From an optimization exercise on the open Yosys and OpenROAD flow, aimed at small area; shortcuts taken in it are not production practice. In this exercise RTL edits were held to simulation tests only and were not proved equivalent to the original. Power figures rest on the tool's default switching activity, not on a simulated workload.

==> flow/design.v (excerpt) <==
module systolic_array_4x4
(
    input  logic       clk,
    input  logic       rst,
    input  logic       start_signal,
    input  logic       wen,
    input  logic [7:0] inp_north0,
    input  logic [7:0] inp_north1,
    input  logic [7:0] inp_north2,
    input  logic [7:0] inp_north3,
    input  logic [7:0] inp_west0,
    input  logic [7:0] inp_west1,
    input  logic [7:0] inp_west2,
    input  logic [7:0] inp_west3,
    output logic [4:0] count,
    output logic [7:0] activation_result12,
    output logic [7:0] activation_result13,
    output logic [7:0] activation_result14,
    output logic [7:0] activation_result15
);
    logic [1:0] ptr;
    logic       rst_n;
    assign rst_n = ~rst;
    always_ff @(posedge clk) begin
        if (rst)               count <= 5'd0;
        else if (start_signal) count <= count + 5'd1;
    end
    always_ff @(posedge clk) begin
        if (rst)      ptr <= 2'd0;
        else if (wen) ptr <= ptr + 2'd1;
        else          ptr <= 2'd0;
    end
    logic [3:0] e1t;
    logic [7:0] e1d0;
    logic [7:0] e1d1;
    logic [7:0] e1d2;
    logic [7:0] e1d3;
    logic [2:0] e2t;
    logic [7:0] e2d0;
    logic [7:0] e2d1;
    logic [7:0] e2d2;
    logic [7:0] e2d3;
    logic [1:0] e3t;
    logic [7:0] e3d0;
    logic [7:0] e3d1;
    logic [7:0] e3d2;
    logic [7:0] e3d3;
    logic [0:0] e4t;
    logic [7:0] e4d0;
    logic [7:0] e4d1;
    logic [7:0] e4d2;
    logic [7:0] e4d3;
    always_ff @(posedge clk) begin
        e1t <= {rst | (wen & (ptr == 2'd3)), rst | (wen & (ptr == 2'd2)), rst | (wen & (ptr == 2'd1)), rst | (wen & (ptr == 2'd0))};
  ...
Size in the first run: roughly 2900 cells after synthesis, ~480 flip-flops, ~37000 sq um of cells after synthesis.
clock: 7.0 ns
lec_check: 0
cap_margin: 20
core_margin: 2
core_utilization: 40
cts_buf_list: sky130_fd_sc_hd__clkbuf_16
cts_cluster_diameter: 100
cts_cluster_size: 30
gpl_timing_driven: 0
slew_margin: 20
synth_hierarchical: 1
synth_minimum_keep_size: 0
run.sh (not shown) runs the stock make flow with config.mk's settings and CLKGATE_MAP_FILE= SYNTH_SCRIPT=/design/flow/synth_recipe.tcl, a recipe that flattens the netlist after the stock synthesis.
Change:
==> flow/flow/run.sh (new file) <==
#!/bin/bash
set -euo pipefail
bash standard.sh \
  'BUFFER_PORTS_ARGS=-buffer_cell sky130_fd_sc_hd__buf_1' \
  'CTS_ARGS=-sink_clustering_enable -repair_clock_nets -buf_list sky130_fd_sc_hd__clkbuf_16 -sink_clustering_size 30 -sink_clustering_max_diameter 100 -dont_use_dummy_load' \
  finish > standard.log 2>&1
==> flow/standard.sh (new file) <==
#!/bin/bash
# synth_recipe.tcl (not shown) runs the flow's synth.tcl, then flattens the netlist and writes it again
# the make line also repeats each setting of config.mk as NAME=value (left out here)
make -C /OpenROAD-flow-scripts/flow DESIGN_CONFIG=/design/flow/config.mk WORK_HOME=/design/flow/orfs CLKGATE_MAP_FILE= SYNTH_SCRIPT=/design/flow/synth_recipe.tcl "${@:-finish}"
removed: flow/run.sh
Effect: First-iteration DRC count came out lower by about 2.6%. Sequential cell count stays the same. Wire length barely changes. Combinational power shrinks by about 2%. Setup slack is better by 0.096 ns. Power came out lower by 3.8%. Clock skew went up by 0.025 ns. Utilization goes down by 0.94 points.

* * *

06-14:
systolic_array_4x4, a different RTL version from the one above (not shown whole).
Size in the first run: ~2800 cells after synthesis, ~480 flip-flops, ~110 I/O pins, roughly 0.036 mm2 of cells after synthesis.
clock: 7.0 ns
lec_check: 0
cap_margin: 20
core_margin: 2
core_utilization: 40
cts_buf_list: sky130_fd_sc_hd__clkbuf_16
cts_cluster_diameter: 100
cts_cluster_size: 30
gpl_timing_driven: 0
slew_margin: 20
synth_hierarchical: 1
synth_minimum_keep_size: 0
standard.sh (not shown) runs the stock make flow with config.mk's settings and CLKGATE_MAP_FILE= SYNTH_SCRIPT=/design/flow/synth_recipe.tcl, a recipe that flattens the netlist after the stock synthesis.
==> flow/flow/run.sh <==
#!/bin/bash
set -euo pipefail
bash standard.sh \
  'BUFFER_PORTS_ARGS=-buffer_cell sky130_fd_sc_hd__buf_1' \
  'CTS_ARGS=-sink_clustering_enable -repair_clock_nets -buf_list sky130_fd_sc_hd__clkbuf_16 -sink_clustering_size 30 -sink_clustering_max_diameter 100 -dont_use_dummy_load' \
  finish > standard.log 2>&1
06-14 | stages: all done | timing, DRC, antenna: all pass
Input-level comparison between 04-13 and 06-14:
- CORE_UTILIZATION changed from 40 to 35
[summary]
Summary of 04-13 over 06-14: number of global-route vias before repair went up 2.1%; number of vias after detailed routing stayed essentially flat. In 04-13, fraction of the core area covered by cells at the end of the flow is lower than in 06-14. Total detailed-routing wirelength: lower on 06-14. The part of the power in the clock network in 04-13 sits 0.6 points above the value recorded for 06-14. Re global-route met1 utilization: 06-14 and 04-13 aren't equal, and the higher value belongs to 06-14. In 04-13, the fraction of met2 tracks used by global routing came out 4.2 points below the value in 06-14. For the first-pass GRT wire length, 04-13 came in about 1.8% higher than 06-14 did.

[afterwards: timing with drivers on the ports]
No port has a modelled driver above. Below, the same layouts with a new extraction and two added sets of constraints.
Step 1 assumes that a clkbuf_16 drives the clock port and a buf_2 every other input.
Step 2, shift: input delay + t, output delay - t, t = (earliest + latest rising clock arrival at the registers) / 2. This alone moves slack from input paths to output paths.
Three values: no drivers, after step 1, after step 2; two values: the first two.
run	shift t [ns]	setup slack, ns	worst setup path at the end	slew at the worst register clock pin (ns)
the first run of note 1	0.647	0.200 / 0.200 / 0.200	register to register	0.11 / 0.11
the second run of note 1	0.625	0.296 / 0.296 / 0.296	register to register	0.11 / 0.11
06-14	0.668	0.254 / 0.254 / 0.254	register to register	0.12 / 0.12
04-13	0.696	0.141 / 0.141 / 0.141	register to register	0.11 / 0.11
After both steps every run listed still meets setup and hold.
